What follows belongs to an exercise in optimizing a design on an open flow for small area and few clock cycles per item; a production flow would make more cautious choices.
In this exercise RTL edits were held to simulation tests only and were not proved equivalent to the original.

==> yarrow: inputs <==
// rns_forward_conversion
module rns_forward_conversion
#(
  parameter int MAX_MODULI     = 4,
  parameter int STEPS_PER_CELL = 2
) (
  input  logic                 clk,
  input  logic                 rst_n,
  input  logic                 in_tvalid,
  output logic                 in_tready,
  input  logic [71:0]          in_tdata,    
  input  logic                 in_tuser,    
  output logic                 out_tvalid,
  input  logic                 out_tready,
  output logic [39:0]          out_tdata,   
  output logic                 out_tlast,   
  output logic                 out_tuser,   
  input  logic                 cfg_valid,
  output logic                 cfg_ready,
  input  logic [rnsfc_pkg::CFG_IDX_W-1:0] cfg_index,
  input  logic [rnsfc_pkg::MOD_W-1:0]     cfg_data
);
export LEC_CHECK = 0
export ABC_AREA = 1
export CAP_MARGIN = 20
export CORE_MARGIN = 2
export CORE_UTILIZATION = 55
export SLEW_MARGIN = 20
create_clock -name core_clock -period 8.5 [get_ports {clk}]
run.sh (not shown) runs the stock make flow with config.mk's settings and CLKGATE_MAP_FILE= SYNTH_SCRIPT=/design/flow/synth_recipe.tcl, a recipe that flattens the netlist after the stock synthesis.
==> inputs of sierra, as changes to yarrow <==
--- a/flow/design.v
+++ b/flow/design.v
@@ -13,11 +13,11 @@
   localparam int PASS_B = STEPS * NSTG;   
   localparam int RW     = 33;             
   localparam int EST_LO = 29;             
   localparam int SH_W   = 5;              
   localparam int H_W    = 71;             
-  localparam int INFO_W = 6;              
+  localparam int INFO_W = 4;              
   localparam int S_FAST = 7;              
 endpackage
 `timescale 1ns / 1ps
 module rnsfc_cell #(
   parameter int IN_W  = 40,    
@@ -221,10 +221,11 @@
   logic [INFO_W-1:0] h_info_r;
   logic [H_W-1:0]    h_r;
   logic [3:0]        h_pre_r;
   logic [1:0]        h_a_r;
   logic [4:0]        h_xi_r;
+  logic [1:0]        pass_r;             
   always_comb begin
     x         = in_tdata[63:0];
     mode      = held_r ? hmode_r : in_tuser;
     sel       = held_r ? hsel_r  : in_tdata[65:64];
     neg       = held_r ? h_r[63] : x[63];
@@ -256,11 +257,11 @@
       take_ok = fwd_empty || !busy_r;
       issue   = in_tvalid && !fwd_empty && !busy_r;
     end
   end
   assign in_tready = adv && take_ok;
-  logic exit_v;
+  logic exit_v, recirc;
   always_ff @(posedge clk) begin
     if (!rst_n) begin
       h_v_r  <= 1'b0;
       jc_r   <= '0;
       busy_r <= 1'b0;
@@ -275,11 +276,11 @@
   end
   always_ff @(posedge clk) begin
     if (adv) begin
       if (issue) begin
         h_j_r    <= j;
-        h_info_r <= {pl, neg, zero, bad, last_job};
+        h_info_r <= {neg, zero, bad, last_job};
         h_pre_r  <= pad[5:2];
         h_a_r    <= pad[1:0];
         h_xi_r   <= '0;
         if (!held_r) begin
           h_r     <= h_data;
@@ -293,10 +294,16 @@
         h_xi_r <= (h_xi_r == 5'd16 || (h_xi_r == 5'd15 && h_a_r == 2'd0)) ? 5'd31
                                                                           : h_xi_r + 5'd1;
       end
     end
   end
+  always_ff @(posedge clk) begin
+    if (adv) begin
+      if (issue)       pass_r <= pl;
+      else if (recirc) pass_r <= pass_r - 2'd1;
+    end
+  end
   logic [STEPS-1:0] win_g;
   logic [66:0]      circ;
   always_comb begin
     circ = {h_r[2:0], h_r[63:0]};
     if (h_xi_r == 5'd0)  circ[66:64] = {3{h_info_r[3]}};
@@ -325,24 +332,23 @@
   logic              pv   [NSTG];
   logic [1:0]        pj   [NSTG];
   logic [INFO_W-1:0] pinf [NSTG];
   logic [RW-1:0]     ps   [NSTG];
   logic [RW-1:0]     pc   [NSTG];
-  logic              recirc;
   logic              v0;
   logic [1:0]        j0, q0;
   logic [INFO_W-1:0] info0;
   logic [RW-1:0]     s0, c0;
   logic              hneg;
   always_comb begin
     hneg   = h_info_r[3];
-    recirc = pv[NSTG-1] && (pinf[NSTG-1][5:4] != 2'd0);
-    exit_v = pv[NSTG-1] && (pinf[NSTG-1][5:4] == 2'd0);
+    recirc = pv[NSTG-1] && (pass_r != 2'd0);
+    exit_v = pv[NSTG-1] && (pass_r == 2'd0);
     if (recirc) begin
       v0    = 1'b1;
       j0    = pj[NSTG-1];
-      info0 = {pinf[NSTG-1][5:4] - 2'd1, pinf[NSTG-1][3:0]};
+      info0 = pinf[NSTG-1];
       s0    = ps[NSTG-1];
       c0    = pc[NSTG-1];
       q0    = digit(ps[NSTG-1], pc[NSTG-1]);
     end else begin
       v0    = h_v_r;
--- a/flow/config.mk
+++ b/flow/config.mk
@@ -7,6 +7,8 @@
 export LEC_CHECK = 0
 export ABC_AREA = 1
 export CAP_MARGIN = 20
 export CORE_MARGIN = 2
 export CORE_UTILIZATION = 55
+export CTS_BUF_LIST = sky130_fd_sc_hd__clkbuf_8
+export GPL_TIMING_DRIVEN = 0
 export SLEW_MARGIN = 20
==> results_dict.tcl <==
set metrics [dict create \
    status "complete, no violations" \
    dp.final_hpwl_um 305000 \
    seq_cell_count 1246 \
    worstHoldStart "g_stg[5].u_stg.info_r[0]$_DFFE_PN_" \
    die_x_um 448 \
]
-- figures above: yarrow

==> results_dict.tcl <==
set metrics [dict create \
    violatedChecks "setup timing" \
    dp.final_hpwl_um 351000 \
    setup_slack_ns -0.457 \
    status "complete, but fails checks" \
    seq_cell_count 1226 \
    finalSetupViolCount 309 \
]
-- figures above: sierra

Testbench counts of yarrow, summed over its fixed seeds: cycles 8,873, results 8,769.
Testbench counts of sierra, summed over its fixed seeds: cycles 8,873, results 8,769.

-- re-timing with driven ports --
The flow's constraints put no driver on any port. The routed layouts listed below were extracted and timed again, unchanged, in two steps. Step 1: set_driving_cell puts a clkbuf_16 on clk and a buf_2 on each other input, an assumption about the parent block. Step 2 adds t to the input delays and takes it off the output delays; t is the mean of the earliest and latest rising clock arrival at the registers after step 1. Input paths then give back, and output paths get back, about the clock's delay inside the block. Slacks: ideal / step 1 / step 2; pairs: ideal / step 1.
run | shift t [ns] | setup slack, ns | worst setup path at the end | cell pins on the clock port's net
yarrow | 0.926 | 0.219 / 0.219 / 0.219 | register to register | 1
sierra | 1.112 | -0.457 / -0.457 / -0.457 | register to register | 1
